Background: an optimization exercise with open tools, aiming at a short achievable clock period and few clock cycles per item. Do not read the settings as production practice. The RTL was checked by simulation tests, not by an equivalence proof against the original design. No driver is modelled on the clock port, so clocking that relies on it looks cheaper here than on a real chip. No activity file was given, so power comes from the tool's default toggle rates.

## exp/ember
Design intensity_reflector_cluster_detect, start of the top module:
module intensity_reflector_cluster_detect
(
    input  logic                 clk,
    input  logic                 rst_n,
    input  logic                 cfg_we,
    input  logic [CFG_IDX_W-1:0] cfg_index,
    input  logic [CFG_W-1:0]     cfg_data,
    input  logic                 beam_valid,
    output logic                 beam_stall,
    input  logic [INT_W-1:0]     beam_intensity,
    input  logic [RNG_W-1:0]     beam_range_mm,
    input  logic                 beam_range_finite,
    input  logic                 beam_last,
    output logic                 result_valid,
    input  logic                 result_stall,
    output logic [Q_W-1:0]       result_center_index_q8,
    output logic [IDX_W-1:0]     result_peak_index,
    output logic [IDX_W-1:0]     result_start_index,
    output logic [IDX_W-1:0]     result_end_index,
    output logic [INT_W-1:0]     result_peak_intensity,
    output logic [RNG_W-1:0]     result_center_range_mm
);
==> flow/config.mk <==
export PLATFORM = sky130hd
export DESIGN_NAME = intensity_reflector_cluster_detect
export DESIGN_NICKNAME = intensity_reflector_cluster_detect
export VERILOG_FILES = /design/flow/design.v
export SDC_FILE = /design/flow/constraint.sdc
export NUM_CORES = 4
export LEC_CHECK = 0
export ABC_CLOCK_PERIOD_IN_PS = 2500
export CAP_MARGIN = 20
export CORE_MARGIN = 2
export CORE_UTILIZATION = 55
export SETUP_SLACK_MARGIN = 5
export SLEW_MARGIN = 20
==> flow/constraint.sdc <==
create_clock -name core_clock -period 9.0 [get_ports {clk}]
set_input_delay 1.8000 -clock core_clock [delete_from_list [all_inputs] [get_ports {clk}]]
set_output_delay 1.8000 -clock core_clock [all_outputs]
set_load 0.01 [all_outputs]
run.sh (not shown) runs the stock make flow with config.mk's settings and CLKGATE_MAP_FILE= SYNTH_SCRIPT=/design/flow/synth_recipe.tcl, a recipe that flattens the netlist after the stock synthesis.
Every stage of the flow completed for exp/ember, and the final layout passed the timing, design-rule and antenna checks.
Testbench counts of exp/ember, summed over its fixed seeds: cycles 9,896, beams 9,672.
The inputs of exp/nickel differ from those of exp/ember as listed below.
==> flow/flow/run.sh (new file) <==
#!/bin/bash
set -euo pipefail
MARGIN=${MARGIN:-6.3}
sed -e "s|\"\${@:-finish}\"|SETUP_SLACK_MARGIN=${MARGIN} \"\${@:-finish}\"|" standard.sh > own_standard.sh
grep -q "SETUP_SLACK_MARGIN=${MARGIN}" own_standard.sh
bash own_standard.sh > make_finish.log 2>&1
==> flow/standard.sh (new file) <==
#!/bin/bash
# synth_recipe.tcl (not shown) runs the flow's synth.tcl, then flattens the netlist and writes it again
# the make line also repeats each setting of config.mk as NAME=value (left out here)
make -C /OpenROAD-flow-scripts/flow DESIGN_CONFIG=/design/flow/config.mk WORK_HOME=/design/flow/orfs CLKGATE_MAP_FILE= SYNTH_SCRIPT=/design/flow/synth_recipe.tcl "${@:-finish}"
removed: flow/run.sh
Total stage count of the critical path was lower in exp/ember than in exp/nickel.
Changes observed in exp/nickel relative to exp/ember: sequential share of cell area fell 4.1 points; maximum clock frequency went up by about 10%; post-route worst setup slack climbed 0.36 ns; total of fill cells in the finished design decreased 1675.
exp/nickel against exp/ember; number of antenna violations at the first check in global routing is up by more than 10%.
Highest cell delay on the worst timing path came out lower on exp/nickel than on exp/ember.
Count of clock-net buffers in the final layout shrinks slightly when moving from exp/ember to exp/nickel.
Against exp/ember, exp/nickel reports a portion of total power attributed to sequential cells that is lower.


Another version of the RTL of intensity_reflector_cluster_detect (not shown whole).
Size: roughly 14000 cells after synthesis, about 160 I/O pins, ~0.15 mm² of cells after synthesis.
clock: 9.0 ns
lec_check: 0
abc_clock_period_in_ps: 2500
cap_margin: 20
core_margin: 2
core_utilization: 65
setup_slack_margin: 5
slew_margin: 20
standard.sh (not shown) runs the stock make flow with config.mk's settings and CLKGATE_MAP_FILE= SYNTH_SCRIPT=/design/flow/synth_recipe.tcl, a recipe that flattens the netlist after the stock synthesis.
==> flow/flow/run.sh <==
#!/bin/bash
set -euo pipefail
MARGIN=${MARGIN:-6.5}
HOOK="$PWD/flow/move_out_flops.tcl"
CTS="-sink_clustering_enable -repair_clock_nets -apply_ndr full"
sed -e "s|\"\${@:-finish}\"|SETUP_SLACK_MARGIN=${MARGIN} PRE_DETAIL_PLACE_TCL=${HOOK} 'CTS_ARGS=${CTS}' \"\${@:-finish}\"|" standard.sh > own_standard.sh
grep -q "CTS_ARGS=" own_standard.sh
bash own_standard.sh > make_finish.log 2>&1
==> flow/flow/move_out_flops.tcl <==
# PRE_DETAIL_PLACE hook: put each flip-flop that drives an output port's
# buffer on top of that buffer, so that detailed placement legalizes it
# right beside the buffer, at the die's edge. The flip-flop then drives a
# short wire and the buffer drives the way to the pin.
set block [ord::get_db_block]
set moved 0
foreach bt [$block getBTerms] {
  if {[$bt getIoType] != "OUTPUT"} { continue }
  set net [$bt getNet]
  if {$net == "NULL"} { continue }
  foreach it [$net getITerms] {
    set buf [$it getInst]
    foreach bit [$buf getITerms] {
      if {![$bit isInputSignal]} { continue }
      set dnet [$bit getNet]
      if {$dnet == "NULL"} { continue }
      foreach d [$dnet getITerms] {
        if {![$d isOutputSignal]} { continue }
        set f [$d getInst]
        if {![regexp {__(e?df|sdf)} [[$f getMaster] getName]]} { continue }
        if {[llength [$dnet getITerms]] > 2} { continue }
        set l [$buf getLocation]
        $f setLocation [lindex $l 0] [lindex $l 1]
        $f setPlacementStatus PLACED
        incr moved
      }
    }
  }
}
puts "move_out_flops: moved $moved flip-flops next to their output buffers"
Testbench counts at the start, summed over its fixed seeds: cycles 9,904, beams 9,672.
Edit:
==> flow/flow/run.sh (replaced) <==
#!/bin/bash
set -euo pipefail
MARGIN=${MARGIN:-6.5}
HOOK="$PWD/flow/move_out_flops.tcl"
sed -e "s|\"\${@:-finish}\"|SETUP_SLACK_MARGIN=${MARGIN} PRE_DETAIL_PLACE_TCL=${HOOK} \"\${@:-finish}\"|" standard.sh > own_standard.sh
grep -q "PRE_DETAIL_PLACE_TCL=" own_standard.sh
bash own_standard.sh > make_finish.log 2>&1
- CORE_UTILIZATION: 65 -> 55
- design area grows by 0.80%
- hold slack hardly moves
- synthesized cell count is unchanged
- synthesized area does not change
- worst setup slack is better by 0.036 ns
- non-clock buffer count grows by 39
Edit:
- CORE_UTILIZATION: 55 -> 75
After rerunning: With this change the flow stopped in global routing (5_1_grt), error GRT-0232; synthesized area stays the same; synthesized cell count does not change.
Edit:
==> flow/flow/run.sh (replaced) <==
#!/bin/bash
set -euo pipefail
MARGIN=${MARGIN:-6.5}
HOOK="$PWD/flow/move_out_flops.tcl"
CTS="-sink_clustering_enable -repair_clock_nets -apply_ndr full"
sed -e "s|\"\${@:-finish}\"|SETUP_SLACK_MARGIN=${MARGIN} PRE_DETAIL_PLACE_TCL=${HOOK} 'CTS_ARGS=${CTS}' \"\${@:-finish}\"|" standard.sh > own_standard.sh
grep -q "CTS_ARGS=" own_standard.sh
bash own_standard.sh > make_finish.log 2>&1
- CORE_UTILIZATION: 75 -> 55
- With this change the flow passed the timing, design-rule and antenna checks
- synthesized cell count is unchanged
- synthesized area does not change

==> re-timing with driven ports <==
How much do the figures lean on ideal ports? The routed layouts below were timed once more, with nothing changed but the port constraints. Step 1 sets driving cells, clkbuf_16 on the clock port and buf_2 on the other inputs (assumed; they add their load-dependent delay and slew). Step 2 adds t to the input delays and takes it off the output delays; t is the mean of the earliest and latest rising clock arrival at the registers after step 1. Input paths then give back, and output paths get back, about the clock's delay inside the block. Slacks: no drivers / after step 1 / after step 2; pairs: no drivers / after step 1.
run | shift t [ns] | setup slack, ns | worst hold slack (ns) | clock arrival spread, ns
exp/ember | 0.987 | 5.046 / 4.994 / 4.949 | 0.314 / 0.314 / 0.314 | 0.072 / 0.072
exp/nickel | 1.009 | 5.405 / 5.405 / 5.243 | 0.315 / 0.315 / 0.315 | 0.080 / 0.080
the first run of note 2 | 1.028 | 5.801 / 5.698 / 5.510 | 0.309 / 0.309 / 0.309 | 0.067 / 0.067
the second run of note 2 | 1.004 | 5.837 / 5.742 / 5.457 | 0.307 / 0.307 / 0.307 | 0.050 / 0.050
the fourth run of note 2 | 0.996 | 5.837 / 5.742 / 5.461 | 0.305 / 0.305 / 0.305 | 0.052 / 0.052
After both steps setup and hold are still met in every run listed. For the second run of note 2, which loses most, drivers alone change the setup slack by -0.095 ns; drivers and shift together by -0.380 ns.
